This design comes from an exercise in tuning for small area on the open sky130 flow, not from production work. No functional check of the RTL was part of any run shown here. Power and IR drop assume default switching activity.

$ cat design/flow/design.v
package pool_pkg;
    typedef enum logic [0:0] {
        POOL_MAX = 1'b0,
        POOL_AVG = 1'b1
    } pool_mode_t;
endpackage
import pool_pkg::*;
module pool_sum9
(
    input  logic [71:0] win,
    output logic [11:0] usum
);
    logic [7:0] u [9];
    for (genvar gi = 0; gi < 9; gi++) begin : g_u
        assign u[gi] = win[gi*8 +: 8] ^ 8'h80;
    end
    logic s1;
    logic s2;
    logic s3;
    logic s4;
    logic s5;
    logic s6;
    logic s7;
    logic s8;
    logic s9;
    logic s10;
    logic s11;
    logic s12;
    logic s13;
    logic s14;
    logic s15;
    logic s16;
    logic s17;
    logic s18;
    logic s19;
    logic s20;
    logic s21;
    logic s22;
    logic s23;
    logic s24;
    logic s25;
    logic s26;
    logic s27;
    logic s28;
    logic s29;
    logic s30;
    logic s31;
    logic s32;
    logic s33;
    logic s34;
    logic s35;
    logic s36;
    logic s37;
    logic s38;
    logic s39;
    logic s40;
    logic s41;
    logic s42;
    logic s43;
    logic s44;
    logic s45;
    logic s46;
    logic s47;
    logic s48;
    logic s49;
    logic s50;
    logic s51;
    logic s52;
    logic s53;
    logic s54;
    logic s55;
    logic s56;
    logic s57;
    logic s58;
    logic s59;
    logic s60;
    logic s61;
    logic s62;
    logic s63;
    logic s64;
    logic s65;
    logic s66;
    logic s67;
    logic s68;
    logic s69;
    logic s70;
    logic s71;
    logic s72;
    logic s73;
    logic s74;
    logic s75;
    logic s76;
    logic s77;
    logic s78;
    logic s79;
    logic s80;
    logic s81;
    logic s82;
    logic s83;
    logic s84;
    logic s85;
    logic s86;
    logic s87;
    logic s88;
    logic s89;
    logic s90;
    logic s91;
    logic s92;
    logic s93;
    logic s94;
    logic s95;
    logic s96;
    logic s97;
    logic s98;
    logic s99;
    logic s100;
    logic s101;
    logic s102;
    logic s103;
    logic s104;
    logic s105;
    logic s106;
    logic s107;
    logic s108;
    logic s109;
    logic s110;
    logic s111;
    logic s112;
    logic s113;
    logic s114;
    logic s115;
    logic s116;
    logic s117;
    logic s118;
    logic s119;
    logic s120;
    logic s121;
    logic s122;
    logic s123;
    logic s124;
    logic s125;
    logic s126;
    logic s127;
    logic s128;
    assign s1 = u[0][0] ^ u[1][0] ^ u[2][0];
    assign s2 = (u[0][0] & u[1][0]) | (u[0][0] & u[2][0]) | (u[1][0] & u[2][0]);
    assign s3 = u[3][0] ^ u[4][0] ^ u[5][0];
    assign s4 = (u[3][0] & u[4][0]) | (u[3][0] & u[5][0]) | (u[4][0] & u[5][0]);
    assign s5 = u[6][0] ^ u[7][0] ^ u[8][0];
    assign s6 = (u[6][0] & u[7][0]) | (u[6][0] & u[8][0]) | (u[7][0] & u[8][0]);
    assign s7 = s1 ^ s3 ^ s5;
    assign s8 = (s1 & s3) | (s1 & s5) | (s3 & s5);
    assign s9 = u[0][1] ^ u[1][1] ^ u[2][1];
    assign s10 = (u[0][1] & u[1][1]) | (u[0][1] & u[2][1]) | (u[1][1] & u[2][1]);
    assign s11 = u[3][1] ^ u[4][1] ^ u[5][1];
    assign s12 = (u[3][1] & u[4][1]) | (u[3][1] & u[5][1]) | (u[4][1] & u[5][1]);
    assign s13 = u[6][1] ^ u[7][1] ^ u[8][1];
    assign s14 = (u[6][1] & u[7][1]) | (u[6][1] & u[8][1]) | (u[7][1] & u[8][1]);
    assign s15 = s2 ^ s4 ^ s6;
    assign s16 = (s2 & s4) | (s2 & s6) | (s4 & s6);
    assign s17 = s9 ^ s11 ^ s13;
    assign s18 = (s9 & s11) | (s9 & s13) | (s11 & s13);
    assign s19 = s8 ^ s15 ^ s17;
    assign s20 = (s8 & s15) | (s8 & s17) | (s15 & s17);
    assign s21 = u[0][2] ^ u[1][2] ^ u[2][2];
    assign s22 = (u[0][2] & u[1][2]) | (u[0][2] & u[2][2]) | (u[1][2] & u[2][2]);
    assign s23 = u[3][2] ^ u[4][2] ^ u[5][2];
    assign s24 = (u[3][2] & u[4][2]) | (u[3][2] & u[5][2]) | (u[4][2] & u[5][2]);
    assign s25 = u[6][2] ^ u[7][2] ^ u[8][2];
    assign s26 = (u[6][2] & u[7][2]) | (u[6][2] & u[8][2]) | (u[7][2] & u[8][2]);
    assign s27 = s10 ^ s12 ^ s14;
    assign s28 = (s10 & s12) | (s10 & s14) | (s12 & s14);
    assign s29 = s21 ^ s23 ^ s25;
    assign s30 = (s21 & s23) | (s21 & s25) | (s23 & s25);
    assign s31 = s16 ^ s18 ^ s27;
    assign s32 = (s16 & s18) | (s16 & s27) | (s18 & s27);
    assign s33 = s29 ^ s20 ^ s31;
    assign s34 = (s29 & s20) | (s29 & s31) | (s20 & s31);
    assign s35 = u[0][3] ^ u[1][3] ^ u[2][3];
    assign s36 = (u[0][3] & u[1][3]) | (u[0][3] & u[2][3]) | (u[1][3] & u[2][3]);
    assign s37 = u[3][3] ^ u[4][3] ^ u[5][3];
    assign s38 = (u[3][3] & u[4][3]) | (u[3][3] & u[5][3]) | (u[4][3] & u[5][3]);
    assign s39 = u[6][3] ^ u[7][3] ^ u[8][3];
    assign s40 = (u[6][3] & u[7][3]) | (u[6][3] & u[8][3]) | (u[7][3] & u[8][3]);
    assign s41 = s22 ^ s24 ^ s26;
    assign s42 = (s22 & s24) | (s22 & s26) | (s24 & s26);
    assign s43 = s35 ^ s37 ^ s39;
    assign s44 = (s35 & s37) | (s35 & s39) | (s37 & s39);
    assign s45 = s28 ^ s30 ^ s41;
    assign s46 = (s28 & s30) | (s28 & s41) | (s30 & s41);
    assign s47 = s43 ^ s32 ^ s45;
    assign s48 = (s43 & s32) | (s43 & s45) | (s32 & s45);
    assign s49 = s34 ^ s47;
    assign s50 = s34 & s47;
    assign s51 = u[0][4] ^ u[1][4] ^ u[2][4];
    assign s52 = (u[0][4] & u[1][4]) | (u[0][4] & u[2][4]) | (u[1][4] & u[2][4]);
    assign s53 = u[3][4] ^ u[4][4] ^ u[5][4];
    assign s54 = (u[3][4] & u[4][4]) | (u[3][4] & u[5][4]) | (u[4][4] & u[5][4]);
    assign s55 = u[6][4] ^ u[7][4] ^ u[8][4];
    assign s56 = (u[6][4] & u[7][4]) | (u[6][4] & u[8][4]) | (u[7][4] & u[8][4]);
    assign s57 = s36 ^ s38 ^ s40;
    assign s58 = (s36 & s38) | (s36 & s40) | (s38 & s40);
    assign s59 = s51 ^ s53 ^ s55;
    assign s60 = (s51 & s53) | (s51 & s55) | (s53 & s55);
    assign s61 = s42 ^ s44 ^ s57;
    assign s62 = (s42 & s44) | (s42 & s57) | (s44 & s57);
    assign s63 = s59 ^ s46 ^ s61;
    assign s64 = (s59 & s46) | (s59 & s61) | (s46 & s61);
    assign s65 = s48 ^ s63 ^ s50;
    assign s66 = (s48 & s63) | (s48 & s50) | (s63 & s50);
    assign s67 = u[0][5] ^ u[1][5] ^ u[2][5];
    assign s68 = (u[0][5] & u[1][5]) | (u[0][5] & u[2][5]) | (u[1][5] & u[2][5]);
    assign s69 = u[3][5] ^ u[4][5] ^ u[5][5];
    assign s70 = (u[3][5] & u[4][5]) | (u[3][5] & u[5][5]) | (u[4][5] & u[5][5]);
    assign s71 = u[6][5] ^ u[7][5] ^ u[8][5];
    assign s72 = (u[6][5] & u[7][5]) | (u[6][5] & u[8][5]) | (u[7][5] & u[8][5]);
    assign s73 = s52 ^ s54 ^ s56;
    assign s74 = (s52 & s54) | (s52 & s56) | (s54 & s56);
    assign s75 = s67 ^ s69 ^ s71;
    assign s76 = (s67 & s69) | (s67 & s71) | (s69 & s71);
    assign s77 = s58 ^ s60 ^ s73;
    assign s78 = (s58 & s60) | (s58 & s73) | (s60 & s73);
    assign s79 = s75 ^ s62 ^ s77;
    assign s80 = (s75 & s62) | (s75 & s77) | (s62 & s77);
    assign s81 = s64 ^ s79 ^ s66;
    assign s82 = (s64 & s79) | (s64 & s66) | (s79 & s66);
    assign s83 = u[0][6] ^ u[1][6] ^ u[2][6];
    assign s84 = (u[0][6] & u[1][6]) | (u[0][6] & u[2][6]) | (u[1][6] & u[2][6]);
    assign s85 = u[3][6] ^ u[4][6] ^ u[5][6];
    assign s86 = (u[3][6] & u[4][6]) | (u[3][6] & u[5][6]) | (u[4][6] & u[5][6]);
    assign s87 = u[6][6] ^ u[7][6] ^ u[8][6];
    assign s88 = (u[6][6] & u[7][6]) | (u[6][6] & u[8][6]) | (u[7][6] & u[8][6]);
    assign s89 = s68 ^ s70 ^ s72;
    assign s90 = (s68 & s70) | (s68 & s72) | (s70 & s72);
    assign s91 = s83 ^ s85 ^ s87;
    assign s92 = (s83 & s85) | (s83 & s87) | (s85 & s87);
    assign s93 = s74 ^ s76 ^ s89;
    assign s94 = (s74 & s76) | (s74 & s89) | (s76 & s89);
    assign s95 = s91 ^ s78 ^ s93;
    assign s96 = (s91 & s78) | (s91 & s93) | (s78 & s93);
    assign s97 = s80 ^ s95 ^ s82;
    assign s98 = (s80 & s95) | (s80 & s82) | (s95 & s82);
    assign s99 = u[0][7] ^ u[1][7] ^ u[2][7];
    assign s100 = (u[0][7] & u[1][7]) | (u[0][7] & u[2][7]) | (u[1][7] & u[2][7]);
    assign s101 = u[3][7] ^ u[4][7] ^ u[5][7];
    assign s102 = (u[3][7] & u[4][7]) | (u[3][7] & u[5][7]) | (u[4][7] & u[5][7]);
    assign s103 = u[6][7] ^ u[7][7] ^ u[8][7];
    assign s104 = (u[6][7] & u[7][7]) | (u[6][7] & u[8][7]) | (u[7][7] & u[8][7]);
    assign s105 = s84 ^ s86 ^ s88;
    assign s106 = (s84 & s86) | (s84 & s88) | (s86 & s88);
    assign s107 = s99 ^ s101 ^ s103;
    assign s108 = (s99 & s101) | (s99 & s103) | (s101 & s103);
    assign s109 = s90 ^ s92 ^ s105;
    assign s110 = (s90 & s92) | (s90 & s105) | (s92 & s105);
    assign s111 = s107 ^ s94 ^ s109;
    assign s112 = (s107 & s94) | (s107 & s109) | (s94 & s109);
    assign s113 = s96 ^ s111 ^ s98;
    assign s114 = (s96 & s111) | (s96 & s98) | (s111 & s98);
    assign s115 = s100 ^ s102 ^ s104;
    assign s116 = (s100 & s102) | (s100 & s104) | (s102 & s104);
    assign s117 = s106 ^ s108 ^ s115;
    assign s118 = (s106 & s108) | (s106 & s115) | (s108 & s115);
    assign s119 = s110 ^ s117 ^ s112;
    assign s120 = (s110 & s117) | (s110 & s112) | (s117 & s112);
    assign s121 = s119 ^ s114;
    assign s122 = s119 & s114;
    assign s123 = s116 ^ s118 ^ s120;
    assign s124 = (s116 & s118) | (s116 & s120) | (s118 & s120);
    assign s125 = s123 ^ s122;
    assign s126 = s123 & s122;
    assign s127 = s124 ^ s126;
    assign s128 = s124 & s126;
    assign usum[0] = s7;
    assign usum[1] = s19;
    assign usum[2] = s33;
    assign usum[3] = s49;
    assign usum[4] = s65;
    assign usum[5] = s81;
    assign usum[6] = s97;
    assign usum[7] = s113;
    assign usum[8] = s121;
    assign usum[9] = s125;
    assign usum[10] = s127;
    assign usum[11] = s128;
endmodule
module pool_lane_a
(
    input  logic        mode,
    input  logic [71:0] win,
    output logic [11:0] word
);
    localparam int DATA_WIDTH = 8;
    localparam int N          = 9;
    logic [7:0] u [N];
    for (genvar gi = 0; gi < N; gi++) begin : g_u
        assign u[gi] = win[gi*DATA_WIDTH +: DATA_WIDTH] ^ 8'h80;
    end
    logic [7:0] mx;
    always_comb begin
        logic [N-1:0] alive;
        logic         or_hi, or_lo;
        alive = '1;
        for (int b = 7; b >= 1; b -= 2) begin
            mx[b] = 1'b0;
            or_hi = 1'b0;
            or_lo = 1'b0;
            for (int i = 0; i < N; i++) begin
                mx[b] = mx[b] | (alive[i] & u[i][b]);
                or_hi = or_hi | (alive[i] & u[i][b] & u[i][b-1]);
                or_lo = or_lo | (alive[i] & u[i][b-1]);
            end
            mx[b-1] = mx[b] ? or_hi : or_lo;
            for (int i = 0; i < N; i++) begin
                alive[i] = alive[i] & (u[i][b] | ~mx[b]) & (u[i][b-1] | ~mx[b-1]);
            end
        end
    end
    logic [11:0] usum;
    pool_sum9 u_sum (
        .win  (win),
        .usum (usum)
    );
    assign word = {usum[11:8], (mode == POOL_AVG) ? usum[7:0] : mx};
endmodule
module pool_lane_b
(
    input  logic        mode,
    input  logic [11:0] word,
    output logic [7:0]  result
);
    logic [13:0] w7;
    logic [9:0]  ql;
    logic [7:0]  avg;
    assign w7  = {word, 3'b000} - 14'(word);
    assign ql  = 10'(w7[7:0]) + 10'(w7[13:6]) + 10'd34;
    assign avg = {w7[13:8] + 6'(ql[9:8]), ql[7:6]};
    assign result = (mode == POOL_AVG) ? {~avg[7], avg[6:0]} : {~word[7], word[6:0]};
endmodule
import pool_pkg::*;
module pool_core_mc
#(
    parameter int DATA_WIDTH  = 8,
    parameter int WIN_H       = 3,
    parameter int WIN_W       = 3,
    parameter int CH_NUM      = 4,
    parameter int RECIP_SHIFT = 16
) (
    input  logic                                     clk,
    input  logic                                     reset,
    input  logic                                     din_vld,
    output logic                                     din_rdy,
    input  logic                                     din_mode,
    input  logic [CH_NUM*WIN_H*WIN_W*DATA_WIDTH-1:0] din,
    output logic                                     dout_vld,
    input  logic                                     dout_rdy,
    output logic [CH_NUM*DATA_WIDTH-1:0]             dout
);
    localparam int N     = WIN_H * WIN_W;
    localparam int DEPTH = 5;
    localparam int OW    = CH_NUM * DATA_WIDTH;
    logic                    en;
    logic [DEPTH-1:0]        vld_reg;
    logic                    mode_reg;
    logic [CH_NUM*12-1:0]    word, word_reg;
    logic [OW-1:0]           res;
    logic [DEPTH-2:0][OW-1:0] data_reg;
    assign en       = !vld_reg[DEPTH-1] || dout_rdy;
    assign din_rdy  = en;
    assign dout_vld = vld_reg[DEPTH-1];
    always_ff @(posedge clk or posedge reset) begin
        if (reset) begin
            vld_reg <= '0;
        end else if (en) begin
            vld_reg <= {vld_reg[DEPTH-2:0], din_vld};
        end
    end
    genvar gi;
    for (gi = 0; gi < CH_NUM; gi++) begin : g_lane
        pool_lane_a u_a (
            .mode (din_mode),
            .win  (din[gi*N*DATA_WIDTH +: N*DATA_WIDTH]),
            .word (word[gi*12 +: 12])
        );
        pool_lane_b u_b (
            .mode   (mode_reg),
            .word   (word_reg[gi*12 +: 12]),
            .result (res[gi*DATA_WIDTH +: DATA_WIDTH])
        );
    end
    always_ff @(posedge clk) begin
        if (en) begin
            mode_reg    <= din_mode;
            word_reg    <= word;
            data_reg[0] <= res;
            for (int i = 1; i < DEPTH-1; i++) begin
                data_reg[i] <= data_reg[i-1];
            end
        end
    end
    assign dout = data_reg[DEPTH-2];
endmodule
$ cat design/flow/flow/run.sh
#!/bin/bash
# The standard ORFS layout, with these changes to how it is built:
#  - synthesis is the standard synthesis script (synth_recipe.tcl and the
#    ORFS synth.tcl it sources), run hierarchically, with three changes made
#    to a copy of ORFS's synth.tcl: ABC maps the combinational logic with
#    flow/abc_map.script (area-recovering mapping under a delay target),
#    except in module pool_lane_a (the first stage's maximum and word
#    select), mapped with flow/abc_map_a.script (the same with a looser
#    delay target), and module pool_lane_b (the second pipeline stage's
#    arithmetic, which has a whole clock cycle), mapped with
#    flow/abc_map_b.script (area mapping);
#    full/half adders are extracted only in the adder network module
#    pool_sum9; and yosys's synth skips its early "abc -fast" (SYNTH_ARGS
#    -noabc) so that extraction sees the adder network as written. Registers
#    are untouched; the design is flattened and renamed as synth_recipe.tcl does;
#  - the port buffers that global placement inserts on every input and output
#    are the small sky130_fd_sc_hd__buf_1 instead of the tool's default pick;
set -euo pipefail
work=$PWD
sed -e 's#^source $::env(SCRIPTS_DIR)/synth_preamble.tcl#&\nset abc_args [lreplace $abc_args 1 1 '"$work"'/flow/abc_map.script]#' \
    -e 's#^  extract_fa {\*}\[dont_use_extract_fa_args\]#& pool_sum9#' \
    -e 's#^  log_cmd abc {\*}$abc_args$#  log_cmd abc {*}[lreplace $abc_args 1 1 '"$work"'/flow/abc_map_a.script] pool_lane_a\n  log_cmd abc {*}[lreplace $abc_args 1 1 '"$work"'/flow/abc_map_b.script] pool_lane_b\n&#' \
    "$FLOW_HOME/scripts/synth.tcl" > "$work/own_synth_orfs.tcl"
grep -q 'extract_fa {\*}\[dont_use_extract_fa_args\] pool_sum9' "$work/own_synth_orfs.tcl"
grep -q 'abc_map.script' "$work/own_synth_orfs.tcl"
grep -q 'abc_map_b.script\] pool_lane_b' "$work/own_synth_orfs.tcl"
grep -q 'abc_map_a.script\] pool_lane_a' "$work/own_synth_orfs.tcl"
sed "s#source \$::env(SCRIPTS_DIR)/synth.tcl#source $work/own_synth_orfs.tcl#" \
    "$work/synth_recipe.tcl" > "$work/own_synth.tcl"
grep -q own_synth_orfs.tcl "$work/own_synth.tcl"
export BUFFER_PORTS_ARGS="-buffer_cell sky130_fd_sc_hd__buf_1"
export CTS_ARGS="-sink_clustering_enable -repair_clock_nets -dont_use_dummy_load -buf_list {sky130_fd_sc_hd__clkbuf_4 sky130_fd_sc_hd__clkbuf_8}"
bash standard.sh "SYNTH_SCRIPT=$work/own_synth.tcl" SYNTH_HIERARCHICAL=1 SYNTH_ARGS=-noabc finish > standard_flow.log 2>&1
$ cat design/flow/flow/abc_map.script
strash
dch
map -D 3000
topo
stime -c
buffer -c
upsize -c
dnsize -c
$ cat design/flow/flow/abc_map_a.script
strash
dch
map -D 4000
topo
stime -c
buffer -c
upsize -c
dnsize -c
$ cat design/flow/flow/abc_map_b.script
strash
dch
amap
topo
stime -c
$ cat design/flow/standard.sh
#!/bin/bash
# synth_recipe.tcl (not shown) runs the flow's synth.tcl, then flattens the netlist and writes it again
# the make line also repeats each setting of config.mk as NAME=value (left out here)
make -C /OpenROAD-flow-scripts/flow DESIGN_CONFIG=/design/flow/config.mk WORK_HOME=/design/flow/orfs CLKGATE_MAP_FILE= SYNTH_SCRIPT=/design/flow/synth_recipe.tcl "${@:-finish}"
$ cat design/flow/config.mk
export PLATFORM = sky130hd
export DESIGN_NAME = pool_core_mc
export DESIGN_NICKNAME = pool_core_mc
export VERILOG_FILES = /design/flow/design.v
export SDC_FILE = /design/flow/constraint.sdc
export NUM_CORES = 4
export LEC_CHECK = 0
export ABC_AREA = 1
export CAP_MARGIN = 20
export CORE_MARGIN = 2
export CORE_UTILIZATION = 40
export SLEW_MARGIN = 20
$ cat design/flow/constraint.sdc
create_clock -name core_clock -period 6.5 [get_ports {clk}]
set_input_delay 1.3000 -clock core_clock [delete_from_list [all_inputs] [get_ports {clk}]]
set_output_delay 1.3000 -clock core_clock [all_outputs]
set_load 0.01 [all_outputs]
==> tab_implementation.tex, run 1 <==
\begin{tabular}{lr}
\hline
Metric & Value \\
\hline
\multicolumn{2}{l}{\textbf{Setup path}} \\
Required time of the worst setup path & 6.67 ns \\
CP Max Fanout & 10 \\
Cell count of the worst reg-to-reg path & 26 \\
Crit Path Class & in -> reg \\
Startpoint type of the worst setup path & input port \\
Arrival @ worst endpoint & 6.34 ns \\
Setup crit end kind & flop \\
\multicolumn{2}{l}{\textbf{Flow run}} \\
Number of max-cap violations & 0 \\
\multicolumn{2}{l}{\textbf{Placed design}} \\
Number of placed instances, taps included & 2970 \\
Post-Place Setup Slack & -0.282 ns \\
Total half-perimeter wirelength after legalization and detailed placement & 41.2 mm \\
Weighted congestion reported at the end of routability-driven placement & 0.942 \\
I/O Buffers & 326 \\
\multicolumn{2}{l}{\textbf{Synth}} \\
Post-synthesis cell count & 1990 \\
Average cell area after synthesis & 9.40 sq um \\
Async set-reset flop share out of synthesis & 0.0275 \\
Sequential-to-total area share from yosys stat & 0.291 \\
Total of flip-flops plus latches after synthesis & 182 \\
Yosys cell types & 49 \\
Number of enable-type register cells in the synthesized netlist & 177 \\
Most used flip-flop cell after synthesis & sky130\_fd\_sc\_hd\_\_edfxtp\_1 \\
Post-synthesis instance area & 18700 sq um \\
Mapped Nets & 2539 \\
Yosys warnings & 11 \\
\multicolumn{2}{l}{\textbf{Finish}} \\
Final core utilization & 0.463 \\
Final-stage net count & 2936 \\
Fraction of layout instances using a drive strength above 1 & 0.0952 \\
Area growth from synthesis to final layout & 14.7\% \\
Number of flip-flops under the largest register name & 128 \\
Post-route non-filler standard cell count & 2992 \\
Antenna diodes & 0 \\
\multicolumn{2}{l}{\textbf{Pwr}} \\
Peak supply drop & 321 uV \\
Overall power & 9.66 mW \\
Switching share of power & 0.486 \\
Clock share of power & 0.060 \\
Internal power consumption & 4.96 mW \\
Share of power burned in combinational logic & 0.682 \\
Sequential cell fraction of total power & 0.259 \\
Power per cell area & 450 nW/um\^{}2 \\
Switching power summed over all nets & 4.70 mW \\
Lkg Pwr & 8.47 nW \\
\multicolumn{2}{l}{\textbf{Route}} \\
ANT nets after route & 0 \\
DRT Wirelength & 48.9 mm \\
Total DRC errors in the routed layout & 0 \\
Vias after detailed routing & 15772 \\
Number of vias per cell & 5.27 \\
Routed wire per std cell & 16.4 um \\
DRC marker count from the first detailed-route iteration & 1032 \\
Pre-Repair DR Iteration Count & 7 \\
\multicolumn{2}{l}{\textbf{STA}} \\
Time the final worst path needs with I/O delays and setup & 6.17 ns \\
Number of failing hold endpoints at the final stage & 0 \\
Clk\_skew & 0.0292 ns \\
Max-slew violations & 0 \\
Max Freq & 162 MHz \\
Final WS setup & 0.331 ns \\
Final worst path period share & 0.949 \\
Setup repair after global routing missed its margin & yes \\
Transition at the pin with the smallest max-transition slack & 1.04 ns \\
Final hold slack & 0.399 ns \\
Worst-case headroom to the max-slew limit & 0.306 \\
Final setup vio count & 0 \\
\multicolumn{2}{l}{\textbf{Global route}} \\
All-layer global routing usage & 0.201 \\
Antenna violations before repair & 0 \\
Overall overflow remaining after global route & 0 \\
Via count of the first global-routing pass & 15662 \\
Largest net degree at the start of global routing & 97 \\
Global-route wire length before repair & 78.1 mm \\
\multicolumn{2}{l}{\textbf{Run status}} \\
Status & no timing/DRC/antenna violations \\
\multicolumn{2}{l}{\textbf{Clock tree}} \\
Worst skew pair latency & 0.45 ns \\
CTS Root Cell & sky130\_fd\_sc\_hd\_\_clkbuf\_8 \\
CTS buffer count & 17 \\
Hold-fix buffers at CTS & 0 \\
Clock tree from TritonCTS & built \\
Clock-pin slew of the registers on the worst-case setup and hold paths & 0.10 ns \\
Maximum level of the CTS H-tree & 4 \\
Longest Clk Path Bufs & 2 \\
Sinks on the clock net & 182 \\
\multicolumn{2}{l}{\textbf{Floorplan}} \\
Height of the die & 220 um \\
Die footprint & 48500 sq um \\
Horizontal extent of the die & 220 um \\
Effective utilization at floorplan & 0.403 \\
Top-level I/O count & 327 \\
Count of standard-cell rows & 79 \\
Floorplan Core Area & 46400 sq um \\
\multicolumn{2}{l}{\textbf{Hold path}} \\
Class of the most critical hold timing path & reg -> reg \\
Number of cells on the worst hold path & 0 \\
\hline
\end{tabular}
[worst max-delay path: stages]
cell	delay (ns)
sky130_fd_sc_hd__buf_1	0.21
sky130_fd_sc_hd__nand2_1	0.13
sky130_fd_sc_hd__nor3_4	0.28
sky130_fd_sc_hd__inv_2	0.11
sky130_fd_sc_hd__nand4_2	0.12
sky130_fd_sc_hd__nand2_4	0.10
sky130_fd_sc_hd__o22ai_2	0.19
sky130_fd_sc_hd__nor2_1	0.09
sky130_fd_sc_hd__a21oi_1	0.12
sky130_fd_sc_hd__o211ai_1	0.16
sky130_fd_sc_hd__nor4_4	0.50
sky130_fd_sc_hd__o41ai_2	0.18
sky130_fd_sc_hd__o221ai_1	0.21
sky130_fd_sc_hd__inv_1	0.13
sky130_fd_sc_hd__a2111o_1	0.43
sky130_fd_sc_hd__nor4_4	0.42
sky130_fd_sc_hd__o2111ai_1	0.21
sky130_fd_sc_hd__nand2_2	0.25
sky130_fd_sc_hd__inv_2	0.10
sky130_fd_sc_hd__a221oi_4	0.31
sky130_fd_sc_hd__nand2_1	0.09
sky130_fd_sc_hd__nand3_1	0.13
sky130_fd_sc_hd__a2111oi_4	0.08
sky130_fd_sc_hd__o41ai_2	0.39
sky130_fd_sc_hd__o21ai_1	0.10
[path summary, 6_finish.rpt]
| path | slack (ns) | endpoint | from |
|---|---|---|---|
| hold reg to reg | 0.40 | data_reg[91]$_DFFE_PP_ | data_reg[59]$_DFFE_PP_ |
| max in group asynchronous | 5.62 | vld_reg[4]$_DFFE_PP0P_ | reset |
| setup / recovery | 0.33 | word_reg[24]$_DFFE_PP_ | din[159] |
| min in group asynchronous | 0.70 | vld_reg[1]$_DFFE_PP0P_ | reset |
| hold / removal | 0.40 | data_reg[91]$_DFFE_PP_ | data_reg[59]$_DFFE_PP_ |
| setup reg to reg | 0.83 | data_reg[31]$_DFFE_PP_ | word_reg[37]$_DFFE_PP_ |
[metal layers]
| layer | track usage | vias to the layer above | part of all wire |
|---|---|---|---|
| met2 | 0.338 | 474 | 0.48 |
| met4 | 0.0454 | 0 | 0.018 |
| met3 | 0.0231 | 73 | 0.045 |
| li1 | - | 7765 | - |
| met1 | 0.278 | 7460 | 0.45 |
| met5 | 0 | - | 0 |
[synth_stat cells, types with 12 or more instances]
library cell,instances,area [sq um]
sky130_fd_sc_hd__fa_1,240,4800
sky130_fd_sc_hd__inv_1,228,856
sky130_fd_sc_hd__nand2_1,209,785
sky130_fd_sc_hd__nor2_1,186,698
sky130_fd_sc_hd__edfxtp_1,177,5320
sky130_fd_sc_hd__a21oi_1,142,711
sky130_fd_sc_hd__o21ai_0,137,686
sky130_fd_sc_hd__clkinv_1,112,420
sky130_fd_sc_hd__buf_4,80,601
sky130_fd_sc_hd__o22ai_1,72,450
sky130_fd_sc_hd__nand3_1,60,300
sky130_fd_sc_hd__o221ai_1,40,350
sky130_fd_sc_hd__a221oi_1,32,280
sky130_fd_sc_hd__nand4_1,20,125
sky130_fd_sc_hd__nor3_1,20,100
sky130_fd_sc_hd__a22oi_1,16,120
sky130_fd_sc_hd__ha_1,16,200
sky130_fd_sc_hd__o21ai_1,16,80.1
sky130_fd_sc_hd__inv_2,13,48.8
sky130_fd_sc_hd__o2111ai_1,12,105
sky130_fd_sc_hd__o22a_1,12,105
sky130_fd_sc_hd__o32ai_1,12,105
[cells in the final DEF (no fill, tap or decap), types with 17 or more instances in the layout]
master | Yosys | layout
sky130_fd_sc_hd__buf_4 | 80 | 135
sky130_fd_sc_hd__nand4_1 | 20 | 20
sky130_fd_sc_hd__o22ai_1 | 72 | 72
sky130_fd_sc_hd__nor3_1 | 20 | 20
sky130_fd_sc_hd__nand3_1 | 60 | 60
sky130_fd_sc_hd__buf_1 | 0 | 324
sky130_fd_sc_hd__o21ai_0 | 137 | 135
sky130_fd_sc_hd__o221ai_1 | 40 | 38
sky130_fd_sc_hd__nand2_1 | 209 | 209
sky130_fd_sc_hd__a221oi_1 | 32 | 28
sky130_fd_sc_hd__clkinv_1 | 112 | 112
sky130_fd_sc_hd__o21ai_1 | 16 | 18
sky130_fd_sc_hd__inv_1 | 228 | 228
sky130_fd_sc_hd__clkbuf_8 | 0 | 17
sky130_fd_sc_hd__edfxtp_1 | 177 | 177
sky130_fd_sc_hd__a21oi_1 | 142 | 140
sky130_fd_sc_hd__fa_1 | 240 | 240
sky130_fd_sc_hd__nor2_1 | 186 | 186
[Yosys stat by module (local to each module, per instance)]
module        cell area [sq um]  copies in the design  flops+latches
pool_lane_b                 717                     4              0
pool_core_mc               5750                     1            182
pool_lane_a                1160                     4              0
pool_sum9                  1360                     4              0
[through the flow]
step                setup TNS [ns]  area [sq um]
floorplan                        0         18700
global placement            -0.243         21100
detailed placement          -0.332         21100
CTS                              0         21300
global route               -0.0585         21500
finish                           0         21500
[power groups by stage]
stage	registers (mW)	logic [mW]	clock network (mW)
after floorplan	2.44	6.04	0
after global placement	2.52	6.38	0
after detailed placement	2.53	6.52	0
after CTS	2.51	6.56	0.609
after global routing	2.58	7.71	0.653
final	2.50	6.59	0.575
[kinds of logic after synthesis]
logic type               after synthesis  synth area share
flip-flops                           182             0.291
adder cells (fa/ha/maj)              256             0.268
AO/OA/AOI/OAI                        571             0.201
AND/OR/NAND/NOR                      544             0.136
buffers and inverters                437             0.104
[final cells by class]
class	instances	area (sq um)
timing repair buffer	461	2240
tap	607	759
clock buffer	17	234
multi-input combinational	1372	11500
sequential	182	5440
fill	4525	24900
inverter	353	1330
[repair_timing]
action                                  CTS  global route
endpoints found under the setup margin    0             5
setup buffers                             0             4
resized for setup                         0            19
==> run 2: changes to the inputs <==
--- a/design/flow/design.v
+++ b/design/flow/design.v
@@ -298,21 +298,11 @@
     logic [7:0] mx;
     always_comb begin
         logic [N-1:0] alive;
-        logic         or_hi, or_lo;
         alive = '1;
-        for (int b = 7; b >= 1; b -= 2) begin
+        for (int b = 7; b >= 0; b--) begin
             mx[b] = 1'b0;
-            or_hi = 1'b0;
-            or_lo = 1'b0;
-            for (int i = 0; i < N; i++) begin
-                mx[b] = mx[b] | (alive[i] & u[i][b]);
-                or_hi = or_hi | (alive[i] & u[i][b] & u[i][b-1]);
-                or_lo = or_lo | (alive[i] & u[i][b-1]);
-            end
-            mx[b-1] = mx[b] ? or_hi : or_lo;
-            for (int i = 0; i < N; i++) begin
-                alive[i] = alive[i] & (u[i][b] | ~mx[b]) & (u[i][b-1] | ~mx[b-1]);
-            end
+            for (int i = 0; i < N; i++) mx[b] = mx[b] | (alive[i] & u[i][b]);
+            for (int i = 0; i < N; i++) alive[i] = alive[i] & (u[i][b] | ~mx[b]);
         end
     end
     logic [11:0] usum;
==> tab_implementation.tex, run 2 <==
\begin{tabular}{lr}
\hline
Metric & Value \\
\hline
\multicolumn{2}{l}{\textbf{STA}} \\
Final worst path period share & 0.974 (was 0.949) \\
Worst-case headroom to the max-slew limit & 0.425 (was 0.306) \\
Setup repair after global routing missed its margin & yes (unchanged) \\
Number of failing hold endpoints at the final stage & 0 (unchanged) \\
Final setup vio count & 0 (unchanged) \\
Max-slew violations & 0 (unchanged) \\
Final hold slack & 0.391 ns (was 0.399 ns) \\
Clk\_skew & 0.0465 ns (was 0.0292 ns) \\
Final WS setup & 0.169 ns (was 0.331 ns) \\
Max Freq & 158 MHz (was 162 MHz) \\
Transition at the pin with the smallest max-transition slack & 0.863 ns (was 1.04 ns) \\
Final TNS setup & 0 ns (unchanged) \\
Time the final worst path needs with I/O delays and setup & 6.33 ns (was 6.17 ns) \\
\multicolumn{2}{l}{\textbf{Setup path}} \\
Arrival @ worst endpoint & 6.48 ns (was 6.34 ns) \\
Startpoint type of the worst setup path & input port (unchanged) \\
Reg-to-reg startpoint & word\_reg[14]\$\_DFFE\_PP\_ (was word\_reg[37]\$\_DFFE\_PP\_) \\
Worst-path cell with the longest stage delay & sky130\_fd\_sc\_hd\_\_or4\_4 (was sky130\_fd\_sc\_hd\_\_nor4\_4) \\
Reg-to-reg setup timing slack & 0.90 ns (was 0.83 ns) \\
Crit Path Class & in -> reg (unchanged) \\
Delay of the slowest critical-path stage & 0.65 ns (was 0.50 ns) \\
Cell count of the worst reg-to-reg path & 23 (was 26) \\
CP Max Fanout & 6 (was 10) \\
Required time of the worst setup path & 6.65 ns (was 6.67 ns) \\
Setup crit end kind & flop (unchanged) \\
Terminus of the critical flop-to-flop path & data\_reg[15]\$\_DFFE\_PP\_ (was data\_reg[31]\$\_DFFE\_PP\_) \\
\multicolumn{2}{l}{\textbf{Placed design}} \\
Weighted congestion reported at the end of routability-driven placement & 0.904 (was 0.942) \\
I/O Buffers & 326 (unchanged) \\
Number of placed instances, taps included & 2876 (was 2970) \\
Area after detailed placement & 20500 sq um (was 21100 sq um) \\
Total half-perimeter wirelength after legalization and detailed placement & 36.8 mm (was 41.2 mm) \\
Post-Place Setup Slack & -0.743 ns (was -0.282 ns) \\
\multicolumn{2}{l}{\textbf{Synth}} \\
Total of flip-flops plus latches after synthesis & 182 (unchanged) \\
Most used flip-flop cell after synthesis & sky130\_fd\_sc\_hd\_\_edfxtp\_1 (unchanged) \\
Sequential-to-total area share from yosys stat & 0.305 (was 0.291) \\
Mapped Nets & 2411 (was 2539) \\
Simple-Gate Fraction of Synth Area & 0.139 (was 0.136) \\
Arithmetic-cell share of the synthesized area counting full adders, half adders and majority gates & 0.280 (was 0.268) \\
Async set-reset flop share out of synthesis & 0.0275 (unchanged) \\
Area share of the largest cell type after synthesis & 0.298 (was 0.284) \\
Number of enable-type register cells in the synthesized netlist & 177 (unchanged) \\
Yosys cell types & 50 (was 49) \\
Post-synthesis mux area share & 0.00505 (was 0) \\
Cells taking the most area after synthesis & sky130\_fd\_sc\_hd\_\_edfxtp\_1 (30\%), sky130\_fd\_sc\_hd\_\_fa\_1 (27\%), sky130\_fd\_sc\_hd\_\_nand2\_1 (7.0\%) (was sky130\_fd\_sc\_hd\_\_edfxtp\_1 (28\%), sky130\_fd\_sc\_hd\_\_fa\_1 (26\%), sky130\_fd\_sc\_hd\_\_inv\_1 (4.6\%)) \\
Fraction of the mapped netlist area in compound gates & 0.186 (was 0.201) \\
Post-synthesis instance area & 17800 sq um (was 18700 sq um) \\
Xor/xnor cell area share of the yosys netlist & 0 (unchanged) \\
Yosys warnings & 11 (unchanged) \\
Combinational family with the most area after synthesis & adder cells (unchanged) \\
Post-synthesis cell count & 1862 (was 1990) \\
Yosys top cell by area & sky130\_fd\_sc\_hd\_\_edfxtp\_1 (unchanged) \\
Average cell area after synthesis & 9.58 sq um (was 9.40 sq um) \\
Commonest cells in the synthesized netlist & sky130\_fd\_sc\_hd\_\_nand2\_1 (333), sky130\_fd\_sc\_hd\_\_fa\_1 (240), sky130\_fd\_sc\_hd\_\_edfxtp\_1 (177) (was sky130\_fd\_sc\_hd\_\_fa\_1 (240), sky130\_fd\_sc\_hd\_\_inv\_1 (228), sky130\_fd\_sc\_hd\_\_nand2\_1 (209)) \\
Top-count cell post-synth & sky130\_fd\_sc\_hd\_\_nand2\_1 (was sky130\_fd\_sc\_hd\_\_fa\_1) \\
\multicolumn{2}{l}{\textbf{Pwr}} \\
Power per cell area & 440 nW/um\^{}2 (was 450 nW/um\^{}2) \\
Peak supply drop & 225 uV (was 321 uV) \\
Lkg Pwr & 8.49 nW (was 8.47 nW) \\
\multicolumn{2}{l}{\textbf{Finish}} \\
Antenna diodes & 0 (unchanged) \\
Most common library cell in the layout ignoring fill and taps & sky130\_fd\_sc\_hd\_\_buf\_1 (unchanged) \\
Number of flip-flops under the largest register name & 128 (unchanged) \\
Area of the multi-input gates & 11700 sq um (was 11500 sq um) \\
Post-route non-filler standard cell count & 2935 (was 2992) \\
Area growth from synthesis to final layout & 22.9\% (was 14.7\%) \\
Sequential cell area in the final layout & 5440 sq um (unchanged) \\
Final cell area excluding filler cells & 21900 sq um (was 21500 sq um) \\
Final-stage net count & 2894 (was 2936) \\
Filler cell count in the final layout & 4188 (was 4525) \\
Fraction of layout instances using a drive strength above 1 & 0.196 (was 0.0952) \\
Commonest non-fill, non-tap cells in the layout & sky130\_fd\_sc\_hd\_\_buf\_1 (316), sky130\_fd\_sc\_hd\_\_nand2\_1 (311), sky130\_fd\_sc\_hd\_\_fa\_1 (240) (was sky130\_fd\_sc\_hd\_\_buf\_1 (324), sky130\_fd\_sc\_hd\_\_fa\_1 (240), sky130\_fd\_sc\_hd\_\_inv\_1 (228)) \\
\multicolumn{2}{l}{\textbf{Hold path}} \\
Number of cells on the worst hold path & 0 (unchanged) \\
End point of the worst hold path & data\_reg[38]\$\_DFFE\_PP\_ (was data\_reg[91]\$\_DFFE\_PP\_) \\
Source of the worst hold timing path & data\_reg[6]\$\_DFFE\_PP\_ (was data\_reg[59]\$\_DFFE\_PP\_) \\
Class of the most critical hold timing path & reg -> reg (unchanged) \\
\multicolumn{2}{l}{\textbf{Floorplan}} \\
Height of the die & 215 um (was 220 um) \\
Effective utilization at floorplan & 0.404 (was 0.403) \\
Count of standard-cell rows & 77 (was 79) \\
Floorplan Core Area & 44100 sq um (was 46400 sq um) \\
Top-level I/O count & 327 (unchanged) \\
Die footprint & 46300 sq um (was 48500 sq um) \\
Horizontal extent of the die & 215 um (was 220 um) \\
\multicolumn{2}{l}{\textbf{Global route}} \\
Global-route wire length before repair & 71.8 mm (was 78.1 mm) \\
All-layer global routing usage & 0.188 (was 0.201) \\
Antenna violations before repair & 0 (unchanged) \\
Via count of the first global-routing pass & 14950 (was 15662) \\
Largest net degree at the start of global routing & 70 (was 97) \\
Overall overflow remaining after global route & 0 (unchanged) \\
\multicolumn{2}{l}{\textbf{Run status}} \\
Status & no timing/DRC/antenna violations (unchanged) \\
\multicolumn{2}{l}{\textbf{Clock tree}} \\
Hold-fix buffers at CTS & 0 (unchanged) \\
Clock-pin slew of the registers on the worst-case setup and hold paths & 0.09 ns (was 0.10 ns) \\
Sinks on the clock net & 182 (unchanged) \\
Longest Clk Path Bufs & 2 (unchanged) \\
Clock tree from TritonCTS & built (unchanged) \\
Worst skew pair latency & 0.46 ns (was 0.45 ns) \\
Maximum level of the CTS H-tree & 4 (unchanged) \\
CTS buffer count & 17 (unchanged) \\
CTS Root Cell & sky130\_fd\_sc\_hd\_\_clkbuf\_8 (unchanged) \\
\multicolumn{2}{l}{\textbf{Route}} \\
DRT Wirelength & 44.4 mm (was 48.9 mm) \\
Total DRC errors in the routed layout & 0 (unchanged) \\
Routed wire per std cell & 15.1 um (was 16.4 um) \\
DRC marker count from the first detailed-route iteration & 823 (was 1032) \\
ANT nets after route & 0 (unchanged) \\
Number of vias per cell & 5.11 (was 5.27) \\
Vias after detailed routing & 14999 (was 15772) \\
Pre-Repair DR Iteration Count & 5 (was 7) \\
\multicolumn{2}{l}{\textbf{Flow run}} \\
Number of max-cap violations & 0 (unchanged) \\
\hline
\end{tabular}
run 2: through the flow:
| stage | total power, mW | utilization |
|---|---|---|
| final | 9.65 | 0.497 |
| after global routing | 10.9 | 0.497 |
| after CTS | 9.55 | 0.472 |
| after detailed placement | 8.92 | 0.465 |
| after global placement | 8.73 | 0.465 |
| after floorplan | 8.37 | - |
run 2: critical path: cells and delay by family:
family | cells | cell delay [ns]
and+or+nand+nor | 18 | 2.88
buffers and inverters | 8 | 0.84
AOI/OAI and AO/OA | 9 | 1.45
run 2: per-layer routing:
metal / GRT usage / wire length, um
met2: 0.325 / 22000
met3: 0.0215 / 1710
met1: 0.254 / 20100
met5: 0 / 0
met4: 0.0405 / 607
run 2: power breakdown:
group / total [mW] / internal (mW) / switching, mW
registers: 2.48 / 2.22 / 0.263
clock network: 0.567 / 0.232 / 0.336
logic: 6.60 / 2.61 / 3.99
run 2: per-module statistics from Yosys (local to each module, per instance):
module        copies in the design  cells inside  flops+latches  area (sq um)
pool_sum9                        4            82              0          1360
pool_lane_b                      4           146              0           712
pool_lane_a                      4           180              0           947
pool_core_mc                     1           230            182          5750
run 2: layout make-up:
class	instances	share of cell area
clock buffer	17	0.0107
inverter	225	0.0388
multi-input combinational	1375	0.534
sequential	182	0.248
tap	592	0.0338
timing repair buffer	544	0.134
run 2: worst max path at each step:
| stage | startpoint | to | slack [ns] |
|---|---|---|---|
| final | din[31] | word_reg[1]$_DFFE_PP_ | 0.17 |
| after global routing | din[271] | word_reg[36]$_DFFE_PP_ | -0.17 |
| after CTS | din[55] | word_reg[0]$_DFFE_PP_ | 0.008 |
| after detailed placement | din[55] | word_reg[0]$_DFFE_PP_ | -0.74 |
| after global placement | din[55] | word_reg[0]$_DFFE_PP_ | -0.72 |
| after floorplan | din[2] | word_reg[10]$_DFFE_PP_ | 0.46 |
run 2: cell families (layout without fill, tap and decap cells):
| family | after synthesis | in the layout |
|---|---|---|
| buf+inv | 313 | 786 |
| compound gates | 543 | 544 |
| mux | 8 | 8 |
| fa+ha+maj | 256 | 256 |
| flops | 182 | 182 |
| simple gates | 560 | 567 |
run 2: timing repair:
action / CTS / global route
pin swaps: 1 / 58
hold endpoints to repair: 0 / 0
gates resized for setup: 6 / 222
cloned: 0 / 10
buffers inserted: 3 / 30
setup endpoints to repair: 2 / 7
==> run 3: changes to the inputs <==
==> design/flow/flow/abc_map_a.script (replaced) <==
strash
dch
map -D 3500
topo
stime -c
buffer -c
upsize -c
dnsize -c
==> tab_implementation.tex, run 3 <==
\begin{tabular}{lr}
\hline
Metric & Value \\
\hline
\multicolumn{2}{l}{\textbf{Setup path}} \\
Worst-path cell with the longest stage delay & sky130\_fd\_sc\_hd\_\_o21ai\_0 (was sky130\_fd\_sc\_hd\_\_or4\_4) \\
Setup crit end kind & flop (unchanged) \\
Required time of the worst setup path & 6.81 ns (was 6.65 ns) \\
Startpoint type of the worst setup path & input port (unchanged) \\
Arrival @ worst endpoint & 6.51 ns (was 6.48 ns) \\
Most used cell, CP & sky130\_fd\_sc\_hd\_\_nor3\_4 \\
Crit Path Class & in -> reg (unchanged) \\
Cell family with the largest share of critical-path delay & simple AND/OR/NAND/NOR gates (unchanged) \\
CP Max Fanout & 10 (was 6) \\
Delay of the slowest critical-path stage & 0.38 ns (was 0.65 ns) \\
Buffers and inverters on the worst path & 2 (was 8) \\
\multicolumn{2}{l}{\textbf{Global route}} \\
GR Layer Usage met2 & 0.310 (was 0.325) \\
Global-route track usage on met3 & 0.0192 (was 0.0215) \\
Antenna violations before repair & 0 (unchanged) \\
Global-route track usage on met1 & 0.270 (was 0.254) \\
Overall overflow remaining after global route & 0 (unchanged) \\
Grt peak-use layer & met2 (unchanged) \\
All-layer global routing usage & 0.188 (about the same) \\
Via count of the first global-routing pass & 14782 (was 14950) \\
Global-route wire length before repair & 72.6 mm (was 71.8 mm) \\
Largest net degree at the start of global routing & 68 (was 70) \\
\multicolumn{2}{l}{\textbf{Synth}} \\
Area share of the largest cell type after synthesis & 0.289 (was 0.298) \\
Yosys cell types & 48 (was 50) \\
Post-synthesis cell count & 1950 (was 1862) \\
Mapped Nets & 2499 (was 2411) \\
Total of flip-flops plus latches after synthesis & 182 (unchanged) \\
Top-count cell post-synth & sky130\_fd\_sc\_hd\_\_nand2\_1 (unchanged) \\
Yosys warnings & 11 (unchanged) \\
Sequential-to-total area share from yosys stat & 0.296 (was 0.305) \\
Yosys top cell by area & sky130\_fd\_sc\_hd\_\_edfxtp\_1 (unchanged) \\
Number of enable-type register cells in the synthesized netlist & 177 (unchanged) \\
Cells taking the most area after synthesis & sky130\_fd\_sc\_hd\_\_edfxtp\_1 (29\%), sky130\_fd\_sc\_hd\_\_fa\_1 (26\%), sky130\_fd\_sc\_hd\_\_nand2\_1 (7.0\%) (was sky130\_fd\_sc\_hd\_\_edfxtp\_1 (30\%), sky130\_fd\_sc\_hd\_\_fa\_1 (27\%), sky130\_fd\_sc\_hd\_\_nand2\_1 (7.0\%)) \\
Post-synthesis instance area & 18400 sq um (was 17800 sq um) \\
Average cell area after synthesis & 9.44 sq um (was 9.58 sq um) \\
Most used flip-flop cell after synthesis & sky130\_fd\_sc\_hd\_\_edfxtp\_1 (unchanged) \\
Async set-reset flop share out of synthesis & 0.0275 (unchanged) \\
Commonest cells in the synthesized netlist & sky130\_fd\_sc\_hd\_\_nand2\_1 (345), sky130\_fd\_sc\_hd\_\_fa\_1 (240), sky130\_fd\_sc\_hd\_\_edfxtp\_1 (177) (was sky130\_fd\_sc\_hd\_\_nand2\_1 (333), sky130\_fd\_sc\_hd\_\_fa\_1 (240), sky130\_fd\_sc\_hd\_\_edfxtp\_1 (177)) \\
\multicolumn{2}{l}{\textbf{Floorplan}} \\
Effective utilization at floorplan & 0.406 (was 0.404) \\
Floorplan Core Area & 45400 sq um (was 44100 sq um) \\
Die footprint & 47700 sq um (was 46300 sq um) \\
Height of the die & 219 um (was 215 um) \\
Count of standard-cell rows & 78 (was 77) \\
Top-level I/O count & 327 (unchanged) \\
Horizontal extent of the die & 219 um (was 215 um) \\
\multicolumn{2}{l}{\textbf{STA}} \\
Time the final worst path needs with I/O delays and setup & 6.19 ns (was 6.33 ns) \\
Number of failing hold endpoints at the final stage & 0 (unchanged) \\
Max Freq & 161 MHz (was 158 MHz) \\
Final TNS setup & 0 ns (unchanged) \\
Transition at the pin with the smallest max-transition slack & 0.743 ns (was 0.863 ns) \\
Final worst path period share & 0.953 (was 0.974) \\
Final setup vio count & 0 (unchanged) \\
Clk\_skew & 0.0512 ns (was 0.0465 ns) \\
Max-slew violations & 0 (unchanged) \\
Worst-case headroom to the max-slew limit & 0.505 (was 0.425) \\
Setup repair after global routing missed its margin & yes (unchanged) \\
Final WS setup & 0.308 ns (was 0.169 ns) \\
\multicolumn{2}{l}{\textbf{Route}} \\
Number of vias per cell & 5.12 (was 5.11) \\
DRC marker count from the first detailed-route iteration & 868 (was 823) \\
Total DRC errors in the routed layout & 0 (unchanged) \\
ANT nets after route & 0 (unchanged) \\
Pre-Repair DR Iteration Count & 5 (unchanged) \\
Routed wire per std cell & 15.2 um (was 15.1 um) \\
DRT Wirelength & 44.4 mm (about the same) \\
Vias after detailed routing & 14998 (was 14999) \\
\multicolumn{2}{l}{\textbf{Clock tree}} \\
CTS Root Cell & sky130\_fd\_sc\_hd\_\_clkbuf\_8 (unchanged) \\
Worst skew pair latency & 0.46 ns (about the same) \\
Clock-pin slew of the registers on the worst-case setup and hold paths & 0.10 ns (was 0.09 ns) \\
Sinks on the clock net & 182 (unchanged) \\
Clock tree from TritonCTS & built (unchanged) \\
Maximum level of the CTS H-tree & 4 (unchanged) \\
Hold-fix buffers at CTS & 0 (unchanged) \\
CTS buffer count & 17 (unchanged) \\
Longest Clk Path Bufs & 2 (unchanged) \\
\multicolumn{2}{l}{\textbf{Pwr}} \\
Peak supply drop & 256 uV (was 225 uV) \\
Lkg Pwr & 8.31 nW (was 8.49 nW) \\
Overall power & 9.40 mW (was 9.65 mW) \\
Power per cell area & 446 nW/um\^{}2 (was 440 nW/um\^{}2) \\
\multicolumn{2}{l}{\textbf{Placed design}} \\
I/O Buffers & 326 (unchanged) \\
Area after detailed placement & 20600 sq um (was 20500 sq um) \\
Total half-perimeter wirelength after legalization and detailed placement & 38.0 mm (was 36.8 mm) \\
Weighted congestion reported at the end of routability-driven placement & 0.948 (was 0.904) \\
Post-Place Setup Slack & -0.337 ns (was -0.743 ns) \\
\multicolumn{2}{l}{\textbf{Hold path}} \\
Class of the most critical hold timing path & reg -> reg (unchanged) \\
\multicolumn{2}{l}{\textbf{Finish}} \\
Most common library cell in the layout ignoring fill and taps & sky130\_fd\_sc\_hd\_\_nand2\_1 (was sky130\_fd\_sc\_hd\_\_buf\_1) \\
Commonest non-fill, non-tap cells in the layout & sky130\_fd\_sc\_hd\_\_nand2\_1 (345), sky130\_fd\_sc\_hd\_\_buf\_1 (325), sky130\_fd\_sc\_hd\_\_fa\_1 (240) (was sky130\_fd\_sc\_hd\_\_buf\_1 (316), sky130\_fd\_sc\_hd\_\_nand2\_1 (311), sky130\_fd\_sc\_hd\_\_fa\_1 (240)) \\
Area growth from synthesis to final layout & 14.4\% (was 22.9\%) \\
Number of flip-flops under the largest register name & 128 (unchanged) \\
Antenna diodes & 0 (unchanged) \\
Final-stage net count & 2883 (was 2894) \\
Final cell area excluding filler cells & 21100 sq um (was 21900 sq um) \\
Fraction of layout instances using a drive strength above 1 & 0.105 (was 0.196) \\
\multicolumn{2}{l}{\textbf{Flow run}} \\
Number of max-cap violations & 0 (unchanged) \\
\multicolumn{2}{l}{\textbf{Run status}} \\
Status & no timing/DRC/antenna violations (unchanged) \\
\hline
\end{tabular}
-- run 3: per-stage QoR --
stage                     instances   util  hold WS [ns]
after floorplan                1950      -         0.400
after global placement         2907  0.454         0.401
after detailed placement       2907  0.454         0.405
after CTS                      2924  0.459         0.398
after global routing           2932  0.464         0.398
final                          2932  0.464         0.395
-- run 3: modules after synthesis, one instance, submodules excluded --
module,flops+latches,cells,times used,cell area [sq um]
pool_lane_a,0,202,4,1090
pool_sum9,0,82,4,1360
pool_core_mc,182,230,1,5750
pool_lane_b,0,146,4,712
-- run 3: area by class of cell --
class	instances	area (sq um)
Fill cell	4362	24300
Sequential cell	182	5440
Multi-Input combinational cell	1415	11400
Tap cell	600	751
Inverter	265	1000
Timing Repair Buffer	453	2180
Clock buffer	17	234
-- run 3: kinds of logic after synthesis --
group                    Yosys count  share of synthesized area
AND/OR/NAND/NOR                  604                      0.153
adder cells (fa/ha/maj)          256                      0.272
AO/OA/AOI/OAI                    555                      0.189
flip-flops                       182                      0.296
buffers and inverters            353                     0.0899
-- run 3: what timing repair did --
action                                  4_1_cts  5_1_grt
gates resized for setup                       0       53
buffers inserted                              0        8
endpoints found under the setup margin        0        6
-- run 3: power by group --
part           internal [mW]  switching [mW]
combinational           2.47            3.88
clock                  0.232           0.339
sequential              2.21           0.265
-- run 3: worst paths after layout --
check	start	end	cells past startpoint	slack, ns
setup reg to reg	word_reg[1]$_DFFE_PP_	data_reg[7]$_DFFE_PP_	23	0.94
hold reg to reg	data_reg[11]$_DFFE_PP_	data_reg[43]$_DFFE_PP_	0	0.40
hold / removal	data_reg[11]$_DFFE_PP_	data_reg[43]$_DFFE_PP_	0	0.40
min in group asynchronous	reset	vld_reg[3]$_DFFE_PP0P_	2	0.73
setup / recovery	din[183]	word_reg[24]$_DFFE_PP_	29	0.31
max in group asynchronous	reset	vld_reg[1]$_DFFE_PP0P_	2	5.58
-- run 3: routing by layer --
metal  up-vias  part of all wire  wire length, um
met2       440              0.47            21100
met3        50             0.044             1940
met4         0             0.012              541
met1      7028              0.47            20900
met5         -                 0                0
li1       7480                 -                -
==> run 4: changes to the inputs <==
--- a/design/flow/flow/run.sh
+++ b/design/flow/flow/run.sh
@@ -29,5 +29,5 @@
     "$work/synth_recipe.tcl" > "$work/own_synth.tcl"
 grep -q own_synth_orfs.tcl "$work/own_synth.tcl"
 export BUFFER_PORTS_ARGS="-buffer_cell sky130_fd_sc_hd__buf_1"
-export CTS_ARGS="-sink_clustering_enable -repair_clock_nets -dont_use_dummy_load -buf_list {sky130_fd_sc_hd__clkbuf_4 sky130_fd_sc_hd__clkbuf_8}"
+export CTS_ARGS="-sink_clustering_enable -repair_clock_nets -dont_use_dummy_load -sink_clustering_size 10 -buf_list {sky130_fd_sc_hd__clkbuf_4 sky130_fd_sc_hd__clkbuf_8}"
 bash standard.sh "SYNTH_SCRIPT=$work/own_synth.tcl" SYNTH_HIERARCHICAL=1 SYNTH_ARGS=-noabc finish > standard_flow.log 2>&1
==> tab_implementation.tex, run 4 <==
\begin{tabular}{lr}
\hline
Metric & Value \\
\hline
\multicolumn{2}{l}{\textbf{Synth}} \\
Yosys warnings & 11 (unchanged) \\
Async set-reset flop share out of synthesis & 0.0275 (unchanged) \\
Top-count cell post-synth & sky130\_fd\_sc\_hd\_\_nand2\_1 (unchanged) \\
Post-synthesis cell count & 1950 (unchanged) \\
Commonest cells in the synthesized netlist & sky130\_fd\_sc\_hd\_\_nand2\_1 (345), sky130\_fd\_sc\_hd\_\_fa\_1 (240), sky130\_fd\_sc\_hd\_\_edfxtp\_1 (177) (unchanged) \\
Area share of the largest cell type after synthesis & 0.289 (unchanged) \\
Total of flip-flops plus latches after synthesis & 182 (unchanged) \\
Yosys top cell by area & sky130\_fd\_sc\_hd\_\_edfxtp\_1 (unchanged) \\
Sequential-to-total area share from yosys stat & 0.296 (unchanged) \\
Yosys cell types & 48 (unchanged) \\
Most used flip-flop cell after synthesis & sky130\_fd\_sc\_hd\_\_edfxtp\_1 (unchanged) \\
Mapped Nets & 2499 (unchanged) \\
Cells taking the most area after synthesis & sky130\_fd\_sc\_hd\_\_edfxtp\_1 (29\%), sky130\_fd\_sc\_hd\_\_fa\_1 (26\%), sky130\_fd\_sc\_hd\_\_nand2\_1 (7.0\%) (unchanged) \\
Number of enable-type register cells in the synthesized netlist & 177 (unchanged) \\
Post-synthesis instance area & 18400 sq um (unchanged) \\
Average cell area after synthesis & 9.44 sq um (unchanged) \\
\multicolumn{2}{l}{\textbf{Placed design}} \\
Weighted congestion reported at the end of routability-driven placement & 0.948 (unchanged) \\
I/O Buffers & 326 (unchanged) \\
Post-Place Setup Slack & -0.337 ns (unchanged) \\
Total half-perimeter wirelength after legalization and detailed placement & 38.0 mm (unchanged) \\
\multicolumn{2}{l}{\textbf{STA}} \\
Final worst path period share & 0.953 (unchanged) \\
Setup repair after global routing missed its margin & yes (unchanged) \\
Time the final worst path needs with I/O delays and setup & 6.19 ns (unchanged) \\
Transition at the pin with the smallest max-transition slack & 0.743 ns (unchanged) \\
Max Freq & 161 MHz (unchanged) \\
Clk\_skew & 0.0512 ns (unchanged) \\
Final setup vio count & 0 (unchanged) \\
Number of failing hold endpoints at the final stage & 0 (unchanged) \\
Final WS setup & 0.308 ns (unchanged) \\
Worst-case headroom to the max-slew limit & 0.505 (unchanged) \\
Max-slew violations & 0 (unchanged) \\
\multicolumn{2}{l}{\textbf{Finish}} \\
Final core utilization & 0.464 (unchanged) \\
Area growth from synthesis to final layout & 14.4\% (unchanged) \\
Commonest non-fill, non-tap cells in the layout & sky130\_fd\_sc\_hd\_\_nand2\_1 (345), sky130\_fd\_sc\_hd\_\_buf\_1 (325), sky130\_fd\_sc\_hd\_\_fa\_1 (240) (unchanged) \\
Final-stage net count & 2883 (unchanged) \\
Most common library cell in the layout ignoring fill and taps & sky130\_fd\_sc\_hd\_\_nand2\_1 (unchanged) \\
Antenna diodes & 0 (unchanged) \\
Filler cell count in the final layout & 4362 (unchanged) \\
Number of flip-flops under the largest register name & 128 (unchanged) \\
Fraction of layout instances using a drive strength above 1 & 0.105 (unchanged) \\
\multicolumn{2}{l}{\textbf{Setup path}} \\
Startpoint type of the worst setup path & input port (unchanged) \\
Terminus of the critical flop-to-flop path & data\_reg[7]\$\_DFFE\_PP\_ (unchanged) \\
Most used cell, CP & sky130\_fd\_sc\_hd\_\_nor3\_4 (unchanged) \\
CP Max Fanout & 10 (unchanged) \\
Setup crit end kind & flop (unchanged) \\
Worst-path cell with the longest stage delay & sky130\_fd\_sc\_hd\_\_o21ai\_0 (unchanged) \\
Required time of the worst setup path & 6.81 ns (about the same) \\
Reg-to-reg startpoint & word\_reg[1]\$\_DFFE\_PP\_ (unchanged) \\
Arrival @ worst endpoint & 6.51 ns (about the same) \\
Reg-to-reg setup timing slack & 0.94 ns (about the same) \\
Cell count of the worst reg-to-reg path & 23 (unchanged) \\
Delay of the slowest critical-path stage & 0.38 ns (about the same) \\
Crit Path Class & in -> reg (unchanged) \\
\multicolumn{2}{l}{\textbf{Global route}} \\
Via count of the first global-routing pass & 14782 (unchanged) \\
Largest net degree at the start of global routing & 68 (unchanged) \\
All-layer global routing usage & 0.188 (unchanged) \\
Antenna violations before repair & 0 (unchanged) \\
Global-route wire length before repair & 72.6 mm (unchanged) \\
Overall overflow remaining after global route & 0 (unchanged) \\
\multicolumn{2}{l}{\textbf{Route}} \\
Number of vias per cell & 5.12 (unchanged) \\
Total DRC errors in the routed layout & 0 (unchanged) \\
Routed wire per std cell & 15.2 um (unchanged) \\
DRT Wirelength & 44.4 mm (unchanged) \\
Pre-Repair DR Iteration Count & 5 (unchanged) \\
ANT nets after route & 0 (unchanged) \\
DRC marker count from the first detailed-route iteration & 868 (unchanged) \\
Vias after detailed routing & 14998 (unchanged) \\
\multicolumn{2}{l}{\textbf{Clock tree}} \\
Sinks on the clock net & 182 (unchanged) \\
Clock tree from TritonCTS & built (unchanged) \\
CTS buffer count & 17 (unchanged) \\
Longest Clk Path Bufs & 2 (unchanged) \\
Clock-pin slew of the registers on the worst-case setup and hold paths & 0.10 ns (about the same) \\
Hold-fix buffers at CTS & 0 (unchanged) \\
Maximum level of the CTS H-tree & 4 (unchanged) \\
Worst skew pair latency & 0.46 ns (about the same) \\
CTS Root Cell & sky130\_fd\_sc\_hd\_\_clkbuf\_8 (unchanged) \\
\multicolumn{2}{l}{\textbf{Floorplan}} \\
Horizontal extent of the die & 219 um (unchanged) \\
Effective utilization at floorplan & 0.406 (unchanged) \\
Top-level I/O count & 327 (unchanged) \\
Die footprint & 47700 sq um (unchanged) \\
Count of standard-cell rows & 78 (unchanged) \\
Floorplan Core Area & 45400 sq um (unchanged) \\
Height of the die & 219 um (unchanged) \\
\multicolumn{2}{l}{\textbf{Pwr}} \\
Sequential cell fraction of total power & 0.264 (about the same) \\
Switching power summed over all nets & 4.48 mW (unchanged) \\
Power per cell area & 446 nW/um\^{}2 (unchanged) \\
Share of power burned in combinational logic & 0.676 (about the same) \\
Switching share of power & 0.477 (unchanged) \\
Lkg Pwr & 8.31 nW (unchanged) \\
Clock share of power & 0.061 (about the same) \\
Peak supply drop & 256 uV (unchanged) \\
Internal power consumption & 4.91 mW (unchanged) \\
\multicolumn{2}{l}{\textbf{Hold path}} \\
End point of the worst hold path & data\_reg[43]\$\_DFFE\_PP\_ (unchanged) \\
Class of the most critical hold timing path & reg -> reg (unchanged) \\
Source of the worst hold timing path & data\_reg[11]\$\_DFFE\_PP\_ (unchanged) \\
Number of cells on the worst hold path & 0 (unchanged) \\
\multicolumn{2}{l}{\textbf{Flow run}} \\
Number of max-cap violations & 0 (unchanged) \\
\multicolumn{2}{l}{\textbf{Run status}} \\
Status & no timing/DRC/antenna violations (unchanged) \\
\hline
\end{tabular}
==> run 4: cell counts in the layout (fill, tap and decap cells not counted) <==
No cell type changed its count.
==> run 4: kinds of logic after synthesis <==
| group | share of synthesized area |
|---|---|
| AOI/OAI and AO/OA | 0.189 |
| DFF | 0.296 |
| buffers and inverters | 0.0899 |
| adders and majority gates | 0.272 |
| and+or+nand+nor | 0.153 |
==> run 4: worst max-delay path by stage <==
stage | from | end | slack, ns
detailed placement | din[183] | word_reg[24]$_DFFE_PP_ | -0.34
finish | din[183] | word_reg[24]$_DFFE_PP_ | 0.31
CTS | din[183] | word_reg[24]$_DFFE_PP_ | 0.16
global route | din[183] | word_reg[24]$_DFFE_PP_ | -0.04
global placement | din[271] | word_reg[36]$_DFFE_PP_ | -0.32
floorplan | din[2] | word_reg[10]$_DFFE_PP_ | 0.46
==> run 4: power groups by stage <==
stage / Sequential, mW / Combinational, mW / Clock [mW]
6_report: 2.48 / 6.35 / 0.572
5_1_grt: 2.55 / 7.49 / 0.647
4_1_cts: 2.49 / 6.36 / 0.605
3_5_place_dp: 2.51 / 6.32 / 0
3_3_place_gp: 2.49 / 6.18 / 0
2_1_floorplan: 2.42 / 5.95 / 0
==> run 4: critical path: cells and delay by family <==
| family | cells | cell delay, ns |
|---|---|---|
| AND/OR/NAND/NOR | 17 | 2.59 |
| AO/OA/AOI/OAI | 10 | 2.26 |
| buffers and inverters | 2 | 0.36 |
==> run 4: per-module statistics from Yosys (local to each module, per instance) <==
| module | cell area (sq um) | copies in the design | flip-flops and latches | cells |
|---|---|---|---|---|
| pool_core_mc | 5750 | 1 | 182 | 230 |
| pool_lane_a | 1090 | 4 | 0 | 202 |
| pool_lane_b | 712 | 4 | 0 | 146 |
| pool_sum9 | 1360 | 4 | 0 | 82 |
==> run 4: metrics by stage <==
| step | total power [mW] | cell area, sq um | std cells | hold WS [ns] | TNS (ns) |
|---|---|---|---|---|---|
| 6_report | 9.40 | 21100 | 2932 | 0.395 | 0 |
| 5_1_grt | 10.7 | 21100 | 2932 | 0.398 | -0.0797 |
| 4_1_cts | 9.45 | 20900 | 2924 | 0.398 | 0 |
| 3_5_place_dp | 8.83 | 20600 | 2907 | 0.405 | -0.752 |
| 3_3_place_gp | 8.67 | 20600 | 2907 | 0.401 | -0.835 |
| 2_1_floorplan | 8.37 | 18400 | 1950 | 0.400 | 0 |
==> run 4: timing repair <==
action,4_1_cts,5_1_grt
resized for setup,0,53
buffers inserted,0,8
setup endpoints to repair,0,6
==> run 4: routing by layer <==
layer / vias up / routed length, um / global-route usage
li1: 7480 / - / -
met1: 7028 / 20900 / 0.270
met2: 440 / 21100 / 0.310
met3: 50 / 1940 / 0.0192
met4: 0 / 541 / 0.0354
met5: - / 0 / 0
==> run 4: final cells by class <==
| cell class | count | area (sq um) | area share |
|---|---|---|---|
| timing repair buffer | 453 | 2180 | 0.103 |
| sequential | 182 | 5440 | 0.258 |
| clock buffer | 17 | 234 | 0.0111 |
| tap | 600 | 751 | 0.0357 |
| multi-input combinational | 1415 | 11400 | 0.544 |
| inverter | 265 | 1000 | 0.0475 |

-- separate check: timing with driven ports --
The results above use ideal ports. As a check the final layouts listed here were re-extracted and re-timed, cells and wires unchanged.
Step 1 (the two cells are an assumption about what drives the block):
set clk [get_ports {clk}]
set_driving_cell -lib_cell sky130_fd_sc_hd__clkbuf_16 $clk
set_driving_cell -lib_cell sky130_fd_sc_hd__buf_2 [delete_from_list [all_inputs] $clk]
Step 2 also shifts input and output timing later by t, the mid clock arrival at the registers, as if the neighbouring blocks saw the same clock.
Three values: ideal, step 1, step 2; two values: the first two.
run	shift t [ns]	setup WS [ns]	worst setup path after step 2
run 1	0.474	0.331 / 0.352 / -0.122	input to register
run 2	0.474	0.169 / 0.180 / -0.294	input to register
run 3	0.473	0.308 / 0.329 / -0.144	input to register
run 4	0.473	0.308 / 0.329 / -0.144	input to register
With both steps, setup timing fails in every run listed, where it was met with ideal ports. For run 2, which loses most, drivers alone change the setup slack by +0.011 ns; drivers and shift together by -0.463 ns.
